From an optimization exercise on the open Yosys and OpenROAD flow, aimed at small area, a short achievable clock period and few clock cycles per item; shortcuts taken in it are not production practice. At most, simulation tests tie the RTL to the original design; equivalence was not proved.

## pine
## ray_box_slab_test
module ray_box_slab_test (
	input  logic                                 clk,
	input  logic                                 arst_n,
	input  logic                                 cfg_we,
	input  logic [rbst_pkg::IDX_W-1:0]           cfg_index,
	input  logic [rbst_pkg::COORD_W-1:0]         cfg_wdata,
	input  logic                                 s_tvalid,
	output logic                                 s_tready,
	input  logic [8*rbst_pkg::IN_BYTES-1:0]      s_tdata,
	output logic                                 m_tvalid,
	input  logic                                 m_tready,
	output logic [8*rbst_pkg::OUT_BYTES-1:0]     m_tdata
);
	localparam int AX   = rbst_pkg::AXES;
	localparam int LN   = rbst_pkg::LANES;
	localparam int RW   = rbst_pkg::RW;
	localparam int DW   = rbst_pkg::DW;
	localparam int TW   = rbst_pkg::TW;
	localparam int NST  = rbst_pkg::NST;
	localparam int NC   = rbst_pkg::NCMP;
	localparam int LAT  = rbst_pkg::FRONT_LAT + NST + 2;
	localparam int QD   = LAT + 2;
	localparam int CNTW = 5;    
	logic [AX*32-1:0] lo_q, hi_q;
	logic [15:0]      eps_q;
	always_ff @(posedge clk or negedge arst_n) begin
		if (!arst_n) begin
			lo_q  <= '0;
			hi_q  <= '0;
			eps_q <= 16'd66;
		end else if (cfg_we) begin
			case (cfg_index)
				rbst_pkg::REG_LOW_X:  lo_q[0 +: 32]  <= cfg_wdata;
				rbst_pkg::REG_LOW_Y:  lo_q[32 +: 32] <= cfg_wdata;
				rbst_pkg::REG_LOW_Z:  lo_q[64 +: 32] <= cfg_wdata;
				rbst_pkg::REG_HIGH_X: hi_q[0 +: 32]  <= cfg_wdata;
				rbst_pkg::REG_HIGH_Y: hi_q[32 +: 32] <= cfg_wdata;
				rbst_pkg::REG_HIGH_Z: hi_q[64 +: 32] <= cfg_wdata;
				rbst_pkg::REG_EPS:    eps_q          <= cfg_wdata[15:0];
				default: ;
			endcase
		end
	end
	logic [LAT-1:0] vld_q;
	logic           rdy_q;
	logic           acc;
	assign acc      = s_tvalid && rdy_q;
	assign s_tready = rdy_q;
	always_ff @(posedge clk or negedge arst_n) begin
		if (!arst_n) vld_q <= '0;
		else         vld_q <= {vld_q[LAT-2:0], acc};
	end
	logic [LN*31-1:0] r0;
	logic [LN*TW-1:0] tail0;
	logic [AX*DW-1:0] den0;
	logic [LN-1:0]    nrm0, ngt0, cneg0;
	logic             blk0;
	rbst_front u_front (
		.clk    (clk),
		.lo     (lo_q),
		.hi     (hi_q),
		.org    (s_tdata[0 +: 96]),
		.dir    (s_tdata[96 +: 96]),
		.r0_o   (r0),
		.tail_o (tail0),
		.den_o  (den0),
		.nrm_o  (nrm0),
		.ngt_o  (ngt0),
		.cneg_o (cneg0),
		.blk_o  (blk0)
	);
	logic [(NST+1)*LN*RW-1:0] s_st, c_st;
  ...
==> flow/config.mk <==
export PLATFORM = sky130hd
export DESIGN_NAME = ray_box_slab_test
export DESIGN_NICKNAME = ray_box_slab_test
export VERILOG_FILES = /design/flow/design.v
export SDC_FILE = /design/flow/constraint.sdc
export NUM_CORES = 8
export LEC_CHECK = 0
export CAP_MARGIN = 20
export CORE_MARGIN = 2
export CORE_UTILIZATION = 40
export SETUP_SLACK_MARGIN = 4.5
export SLEW_MARGIN = 20
export TNS_END_PERCENT = 0
==> flow/constraint.sdc <==
create_clock -name core_clock -period 8.0 [get_ports {clk}]
set_input_delay 1.6000 -clock core_clock [delete_from_list [all_inputs] [get_ports {clk}]]
set_output_delay 1.6000 -clock core_clock [all_outputs]
set_load 0.01 [all_outputs]
run.sh (not shown) runs the stock make flow with config.mk's settings and CLKGATE_MAP_FILE= SYNTH_SCRIPT=/design/flow/synth_recipe.tcl, a recipe that flattens the netlist after the stock synthesis.
Inputs modified between pine and oak:
--- a/flow/design.v
+++ b/flow/design.v
@@ -1291,38 +1291,43 @@
 			7'h7b: r = 3'd6;
 			7'h7c: r = 3'd6;
 			7'h7d: r = 3'd6;
 			7'h7e: r = 3'd6;
 			7'h7f: r = 3'd6;
 			default: r = 3'd0;
 		endcase
 	end
 	assign d_out = r;
 endmodule
-module rbst_cmp_fin (
+module rbst_cmp_last (
 	input  logic [2:0] d_in,
 	input  logic [2:0] a,
 	input  logic [2:0] b,
+	output logic [4:0] v
+);
+	wire [4:0] t   = {d_in[2], d_in[1:0], 2'b00} + {{2{a[2]}}, a} - {{2{b[2]}}, b};
+	wire       sat = d_in[1] && !d_in[0];    
+	assign v = sat ? (d_in[2] ? 5'b10000 : 5'b01111) : t;
+endmodule
+module rbst_cmp_fin (
+	input  logic [4:0] v,
 	input  logic       ap,
 	input  logic       an,
 	input  logic       bp,
 	input  logic       bn,
 	output logic       neg,
 	output logic       pos
 );
-	wire signed [5:0] v = $signed({d_in[2], d_in, 2'b00})
-	                    + $signed({{3{a[2]}}, a}) - $signed({{3{b[2]}}, b})
-	                    + $signed({5'b0, ap}) - $signed({5'b0, an})
+	wire signed [5:0] u = $signed({v[4], v}) + $signed({5'b0, ap}) - $signed({5'b0, an})
 	                    - $signed({5'b0, bp}) + $signed({5'b0, bn});
-	wire sat = d_in[1] && !d_in[0];    
-	assign neg = sat ? d_in[2] : v[5];
-	assign pos = sat ? !d_in[2] : (!v[5] && v != 6'sd0);
+	assign neg = u[5];
+	assign pos = !u[5] && (u != 6'sd0);
 endmodule
 module ray_box_slab_test (
 	input  logic                                 clk,
 	input  logic                                 arst_n,
 	input  logic                                 cfg_we,
 	input  logic [rbst_pkg::IDX_W-1:0]           cfg_index,
 	input  logic [rbst_pkg::COORD_W-1:0]         cfg_wdata,
 	input  logic                                 s_tvalid,
 	output logic                                 s_tready,
 	input  logic [8*rbst_pkg::IN_BYTES-1:0]      s_tdata,
@@ -1466,63 +1471,76 @@
 			d_st[(j+1)*AX*DW +: AX*DW] <= d_st[j*AX*DW +: AX*DW];
 			nrm_st[(j+1)*LN +: LN]     <= nrm_st[j*LN +: LN];
 			ngt_st[(j+1)*LN +: LN]     <= ngt_st[j*LN +: LN];
 			cmc_st[(j+1)*LN +: LN]     <= cmc_st[j*LN +: LN];
 			cmp_st[(j+1)*NC*3 +: NC*3] <= (j == 0) ? '0 : cm_n;
 			pd_st[(j+1)*LN*3 +: LN*3]  <= dg;
 			blk_st[j+1]                <= blk_st[j];
 		end
 	end
 	logic [LN-1:0]   wneg_q, nrm_q, ngt_q, cmc_q;
-	logic [NC*3-1:0] cm_q;
-	logic [LN*3-1:0] dl_q;
+	logic [NC*5-1:0] cv_n, cv_q;
 	logic            blk_q;
 	logic [LN-1:0]   cp, cn;
 	logic            hit_q;
 	for (genvar l = 0; l < LN; l++) begin : g_fin
 		wire [RW-1:0] w = ~s_st[(NST*LN+l)*RW +: RW] + ~c_st[(NST*LN+l)*RW +: RW];
 		always_ff @(posedge clk) wneg_q[l] <= w[RW-1];
 		assign cp[l] = nrm_q[l] && wneg_q[l] && ngt_q[l];
 		assign cn[l] = (nrm_q[l] && wneg_q[l] && !ngt_q[l]) || cmc_q[l];
 	end
 	always_ff @(posedge clk) begin
 		nrm_q <= nrm_st[NST*LN +: LN];
 		ngt_q <= ngt_st[NST*LN +: LN];
 		cmc_q <= cmc_st[NST*LN +: LN];
-		cm_q  <= cmp_st[NST*NC*3 +: NC*3];
-		dl_q  <= pd_st[NST*LN*3 +: LN*3];
+		cv_q  <= cv_n;
 		blk_q <= blk_st[NST];
 	end
+	wire [LN*3-1:0] dl = pd_st[NST*LN*3 +: LN*3];
+	for (genvar a = 0; a < AX; a++) begin : g_la
+		for (genvar b = 0; b < AX; b++) begin : g_lb
+			rbst_cmp_last u_last (
+				.d_in (cmp_st[(NST*NC + 3*a+b)*3 +: 3]),
+				.a    (dl[(2*a)*3 +: 3]),
+				.b    (dl[(2*b+1)*3 +: 3]),
+				.v    (cv_n[(3*a+b)*5 +: 5])
+			);
+		end
+	end
+	for (genvar b = 0; b < AX; b++) begin : g_le
+		rbst_cmp_last u_last (
+			.d_in (cmp_st[(NST*NC + 9+b)*3 +: 3]),
+			.a    (dl[(2*b+1)*3 +: 3]),
+			.b    ({1'b0, eps_q[1:0]}),
+			.v    (cv_n[(9+b)*5 +: 5])
+		);
+	end
 	logic [NC-1:0] ok;
 	for (genvar a = 0; a < AX; a++) begin : g_fa
 		for (genvar b = 0; b < AX; b++) begin : g_fb
 			logic neg, pos;
 			rbst_cmp_fin u_fin (
-				.d_in (cm_q[(3*a+b)*3 +: 3]),
-				.a    (dl_q[(2*a)*3 +: 3]),
-				.b    (dl_q[(2*b+1)*3 +: 3]),
+				.v    (cv_q[(3*a+b)*5 +: 5]),
 				.ap   (cp[2*a]),
 				.an   (cn[2*a]),
 				.bp   (cp[2*b+1]),
 				.bn   (cn[2*b+1]),
 				.neg  (neg),
 				.pos  (pos)
 			);
 			assign ok[3*a+b] = neg;
 		end
 	end
 	for (genvar b = 0; b < AX; b++) begin : g_fe
 		logic neg, pos;
 		rbst_cmp_fin u_fin (
-			.d_in (cm_q[(9+b)*3 +: 3]),
-			.a    (dl_q[(2*b+1)*3 +: 3]),
-			.b    ({1'b0, eps_q[1:0]}),
+			.v    (cv_q[(9+b)*5 +: 5]),
 			.ap   (cp[2*b+1]),
 			.an   (cn[2*b+1]),
 			.bp   (1'b0),
 			.bn   (1'b0),
 			.neg  (neg),
 			.pos  (pos)
 		);
 		assign ok[9+b] = pos;
 	end
 	always_ff @(posedge clk) hit_q <= !blk_q && (&ok);
- The non-clock buffer count was comparable across oak and pine.
- The total instance count after detailed placement in oak sits about 1.2% above the value recorded for pine.
- From pine to oak the numbers moved as follows: total detailed-routing wirelength saw a decrease, global-route met1 utilization saw a decrease, initial antenna violation count saw a decrease, cell area saw little to no change.
- Between pine and oak, the multiplexer fraction of the synthesized cell area figures differ only marginally.
- Global-route wire length before repair, oak and pine: lower on oak
- The total die area on pine is in line with that on oak.
- Number of logic stages on the critical path including buffering up 1 in oak wrt pine
No functional check of the RTL was part of any run of this note.


== the previous run ==
ray_box_slab_test, a different RTL version from the one above (not shown whole).
For scale: roughly 45000 cells after synthesis, roughly 9700 flip-flops, roughly 240 I/O pins, roughly 470000 µm² of cells after synthesis.
clock: 8.0 ns
lec_check: 0
cap_margin: 20
core_margin: 2
core_utilization: 40
place_density: 0.7
setup_slack_margin: 4.5
slew_margin: 20
tns_end_percent: 0
Changes in the current run relative to the previous run:
diff --git a/flow/design.v b/flow/design.v
--- a/flow/design.v
+++ b/flow/design.v
@@ -1366,21 +1366,21 @@
 );
 	localparam int AX   = rbst_pkg::AXES;
 	localparam int LN   = rbst_pkg::LANES;
 	localparam int RW   = rbst_pkg::RW;
 	localparam int TB   = rbst_pkg::TB;
 	localparam int LW   = rbst_pkg::LW;
 	localparam int DW   = rbst_pkg::DW;
 	localparam int TW   = rbst_pkg::TW;
 	localparam int NST  = rbst_pkg::NST;
 	localparam int NC   = rbst_pkg::NCMP;
-	localparam int LAT  = rbst_pkg::FRONT_LAT + NST + 2;
+	localparam int LAT  = 1 + rbst_pkg::FRONT_LAT + NST + 2;
 	localparam int QD   = LAT + 2;
 	localparam int CNTW = 5;    
 	logic [AX*32-1:0] lo_q, hi_q;
 	logic [15:0]      eps_q;
 	always_ff @(posedge clk or negedge arst_n) begin
 		if (!arst_n) begin
 			lo_q  <= '0;
 			hi_q  <= '0;
 			eps_q <= 16'd66;
 		end else if (cfg_we) begin
@@ -1389,40 +1389,42 @@
 				rbst_pkg::REG_LOW_Y:  lo_q[32 +: 32] <= cfg_wdata;
 				rbst_pkg::REG_LOW_Z:  lo_q[64 +: 32] <= cfg_wdata;
 				rbst_pkg::REG_HIGH_X: hi_q[0 +: 32]  <= cfg_wdata;
 				rbst_pkg::REG_HIGH_Y: hi_q[32 +: 32] <= cfg_wdata;
 				rbst_pkg::REG_HIGH_Z: hi_q[64 +: 32] <= cfg_wdata;
 				rbst_pkg::REG_EPS:    eps_q          <= cfg_wdata[15:0];
 				default: ;
 			endcase
 		end
 	end
+	logic [191:0]   in_q;
 	logic [LAT-1:0] vld_q;
 	logic           rdy_q;
 	logic           acc;
 	assign acc      = s_tvalid && rdy_q;
 	assign s_tready = rdy_q;
+	always_ff @(posedge clk) in_q <= s_tdata;
 	always_ff @(posedge clk or negedge arst_n) begin
 		if (!arst_n) vld_q <= '0;
 		else         vld_q <= {vld_q[LAT-2:0], acc};
 	end
 	logic [LN*31-1:0] r0;
 	logic [LN*TW-1:0] tail0;
 	logic [AX*DW-1:0] den0;
 	logic [LN-1:0]    nrm0, ngt0, cneg0;
 	logic             blk0;
 	rbst_front u_front (
 		.clk    (clk),
 		.lo     (lo_q),
 		.hi     (hi_q),
-		.org    (s_tdata[0 +: 96]),
-		.dir    (s_tdata[96 +: 96]),
+		.org    (in_q[0 +: 96]),
+		.dir    (in_q[96 +: 96]),
 		.r0_o   (r0),
 		.tail_o (tail0),
 		.den_o  (den0),
 		.nrm_o  (nrm0),
 		.ngt_o  (ngt0),
 		.cneg_o (cneg0),
 		.blk_o  (blk0)
 	);
 	logic [(NST+1)*LN*TB-1:0] tp_st;
 	logic [(NST+1)*LN*LW-1:0] s_st, c_st;
@@ -1592,21 +1594,21 @@
 	assign m_tvalid = qv[0];
 	assign m_tdata  = {{(8*rbst_pkg::OUT_BYTES-1){1'b0}}, qd[0]};
 	always_comb begin
 		vs = take ? {2'b00, qv[QD-1:1]} : {1'b0, qv};
 		ds = take ? {1'b0, qd[QD-1:1]} : qd;
 	end
 	always_ff @(posedge clk or negedge arst_n) begin
 		if (!arst_n) begin
 			qv    <= '0;
 			cnt_q <= '0;
-			rdy_q <= 1'b1;
+			rdy_q <= 1'b0;    
 		end else begin
 			for (int i = 0; i < QD; i++)
 				qv[i] <= vs[i] || (vld_q[LAT-1] && (i == 0 || vs[i-1]));
 			cnt_q <= cnt_q + CNTW'(acc) - CNTW'(take);
 			rdy_q <= (cnt_q + CNTW'(acc) - CNTW'(take)) < CNTW'(QD);
 		end
 	end
 	always_ff @(posedge clk) begin
 		for (int i = 0; i < QD; i++)
 			if (!vs[i] && (i == 0 || vs[i-1])) qd[i] <= hit_q;
[summary]
Comparing the current run and the previous run, the lower worst slack on hold paths is on the previous run. The current run: area after synthesis 0.89% above the previous run. Non-clock buffer count in the current run vs the previous run: up 11%. Taking the previous run as the reference point, the met1 track demand over resource in global routing of the current run falls by 1.4 points. Per the comparison of the current run with the previous run, maximum clock frequency increased by about 2.8% relative to the old numbers; via count closely matched the old numbers.
No run of this note included a check of the RTL's function; only the layout flow was run.


Another version of the RTL of ray_box_slab_test (not shown whole).
Size in the first run: ~45000 cells after synthesis, about 10000 flip-flops, about 240 I/O pins.
Design ray_box_slab_test, start of the top module:
module ray_box_slab_test (
	input  logic                                 clk,
	input  logic                                 arst_n,
	input  logic                                 cfg_we,
	input  logic [rbst_pkg::IDX_W-1:0]           cfg_index,
	input  logic [rbst_pkg::COORD_W-1:0]         cfg_wdata,
	input  logic                                 s_tvalid,
	output logic                                 s_tready,
	input  logic [8*rbst_pkg::IN_BYTES-1:0]      s_tdata,
	output logic                                 m_tvalid,
	input  logic                                 m_tready,
	output logic [8*rbst_pkg::OUT_BYTES-1:0]     m_tdata
);
	localparam int AX   = rbst_pkg::AXES;
	localparam int LN   = rbst_pkg::LANES;
	localparam int RW   = rbst_pkg::RW;
	localparam int TB   = rbst_pkg::TB;
	localparam int LW   = rbst_pkg::LW;
	localparam int DW   = rbst_pkg::DW;
	localparam int TW   = rbst_pkg::TW;
	localparam int NST  = rbst_pkg::NST;
	localparam int NC   = rbst_pkg::NCMP;
	localparam int LAT  = 1 + rbst_pkg::FRONT_LAT + NST + 2;
	localparam int QD   = LAT + 2;
	localparam int CNTW = 5;    
	logic [AX*32-1:0] lo_q, hi_q;
	logic [15:0]      eps_q;
	always_ff @(posedge clk or negedge arst_n) begin
		if (!arst_n) begin
			lo_q  <= '0;
			hi_q  <= '0;
			eps_q <= 16'd66;
		end else if (cfg_we) begin
			case (cfg_index)
				rbst_pkg::REG_LOW_X:  lo_q[0 +: 32]  <= cfg_wdata;
				rbst_pkg::REG_LOW_Y:  lo_q[32 +: 32] <= cfg_wdata;
				rbst_pkg::REG_LOW_Z:  lo_q[64 +: 32] <= cfg_wdata;
				rbst_pkg::REG_HIGH_X: hi_q[0 +: 32]  <= cfg_wdata;
				rbst_pkg::REG_HIGH_Y: hi_q[32 +: 32] <= cfg_wdata;
				rbst_pkg::REG_HIGH_Z: hi_q[64 +: 32] <= cfg_wdata;
				rbst_pkg::REG_EPS:    eps_q          <= cfg_wdata[15:0];
				default: ;
			endcase
		end
	end
	logic [191:0]   in_q;
	logic [LAT-1:0] vld_q;
  ...
clock: 8.0 ns
lec_check: 0
cap_margin: 20
core_margin: 2
core_utilization: 40
setup_slack_margin: 4.5
slew_margin: 20
tns_end_percent: 0
Rerun with:
--- a/flow/design.v
+++ b/flow/design.v
@@ -1365,21 +1365,21 @@
 );
 	localparam int AX   = rbst_pkg::AXES;
 	localparam int LN   = rbst_pkg::LANES;
 	localparam int RW   = rbst_pkg::RW;
 	localparam int TB   = rbst_pkg::TB;
 	localparam int LW   = rbst_pkg::LW;
 	localparam int DW   = rbst_pkg::DW;
 	localparam int TW   = rbst_pkg::TW;
 	localparam int NST  = rbst_pkg::NST;
 	localparam int NC   = rbst_pkg::NCMP;
-	localparam int LAT  = 1 + rbst_pkg::FRONT_LAT + NST + 2;
+	localparam int LAT  = rbst_pkg::FRONT_LAT + NST + 2;
 	localparam int QD   = LAT + 2;
 	localparam int CNTW = 5;    
 	logic [AX*32-1:0] lo_q, hi_q;
 	logic [15:0]      eps_q;
 	always_ff @(posedge clk or negedge arst_n) begin
 		if (!arst_n) begin
 			lo_q  <= '0;
 			hi_q  <= '0;
 			eps_q <= 16'd66;
 		end else if (cfg_we) begin
@@ -1388,42 +1388,40 @@
 				rbst_pkg::REG_LOW_Y:  lo_q[32 +: 32] <= cfg_wdata;
 				rbst_pkg::REG_LOW_Z:  lo_q[64 +: 32] <= cfg_wdata;
 				rbst_pkg::REG_HIGH_X: hi_q[0 +: 32]  <= cfg_wdata;
 				rbst_pkg::REG_HIGH_Y: hi_q[32 +: 32] <= cfg_wdata;
 				rbst_pkg::REG_HIGH_Z: hi_q[64 +: 32] <= cfg_wdata;
 				rbst_pkg::REG_EPS:    eps_q          <= cfg_wdata[15:0];
 				default: ;
 			endcase
 		end
 	end
-	logic [191:0]   in_q;
 	logic [LAT-1:0] vld_q;
 	logic           rdy_q;
 	logic           acc;
 	assign acc      = s_tvalid && rdy_q;
 	assign s_tready = rdy_q;
-	always_ff @(posedge clk) in_q <= s_tdata;
 	always_ff @(posedge clk or negedge arst_n) begin
 		if (!arst_n) vld_q <= '0;
 		else         vld_q <= {vld_q[LAT-2:0], acc};
 	end
 	logic [LN*31-1:0] r0;
 	logic [LN*TW-1:0] tail0;
 	logic [AX*DW-1:0] den0;
 	logic [LN-1:0]    nrm0, ngt0, cneg0;
 	logic             blk0;
 	rbst_front u_front (
 		.clk    (clk),
 		.lo     (lo_q),
 		.hi     (hi_q),
-		.org    (in_q[0 +: 96]),
-		.dir    (in_q[96 +: 96]),
+		.org    (s_tdata[0 +: 96]),
+		.dir    (s_tdata[96 +: 96]),
 		.r0_o   (r0),
 		.tail_o (tail0),
 		.den_o  (den0),
 		.nrm_o  (nrm0),
 		.ngt_o  (ngt0),
 		.cneg_o (cneg0),
 		.blk_o  (blk0)
 	);
 	logic [(NST+1)*LN*TB-1:0] tp_st;
 	logic [(NST+1)*LN*LW-1:0] s_st, c_st;
The changed run ran to the end with no violations.
Die area falls by about 1%.
Setup slack is better by 0.074 ns.
Via count is about the same.
Utilization goes up by 0.33 points.
Global-route usage went up by 0.63 points.
Clock-buffer cell count grows by 13.
Area after synthesis drops by about 1%.
Final cell count came out lower by about 0.7%.
Clock skew goes down by 0.0076 ns.
Wire length rises by 2.1%.
Worst hold slack is better by 0.0046 ns.
Testbench counts after the change, summed over its fixed seeds: cycles 8,176, items 8,000.
No functional check of the RTL was part of the first run of this note.

==> what the ideal ports hide <==
Ports are ideal in the flow. The routed layouts listed here were re-timed in OpenROAD.
Step 1 (the two cells are an assumption about what drives the block):
set clk [get_ports {clk}]
set_driving_cell -lib_cell sky130_fd_sc_hd__clkbuf_16 $clk
set_driving_cell -lib_cell sky130_fd_sc_hd__buf_2 [delete_from_list [all_inputs] $clk]
Step 2 times the ports against the registers' clock, not the clock port: input delays grow and output delays shrink by t, the midpoint of the rising clock arrivals with the driver on.
Three values: ideal ports, drivers, drivers and shift; two values: the first two.
run	t, ns	setup WS [ns]	worst setup path after step 2	pins driven straight from the clock port
pine	1.358	3.940 / 3.940 / 2.676	input to register	1
oak	1.380	3.952 / 3.952 / 2.682	input to register	1
the previous run	1.357	3.975 / 3.975 / 2.808	input to register	1
the current run	1.244	4.084 / 4.084 / 3.173	input to register	1
the first run of note 3	1.376	4.189 / 4.018 / 3.303	input to register	1
the second run of note 3	1.371	4.263 / 4.291 / 3.034	input to register	1
After both steps setup and hold are still met in every run listed. The setup slack of oak, which loses most, moves by 0.000 ns with the drivers and by -1.270 ns with both steps.
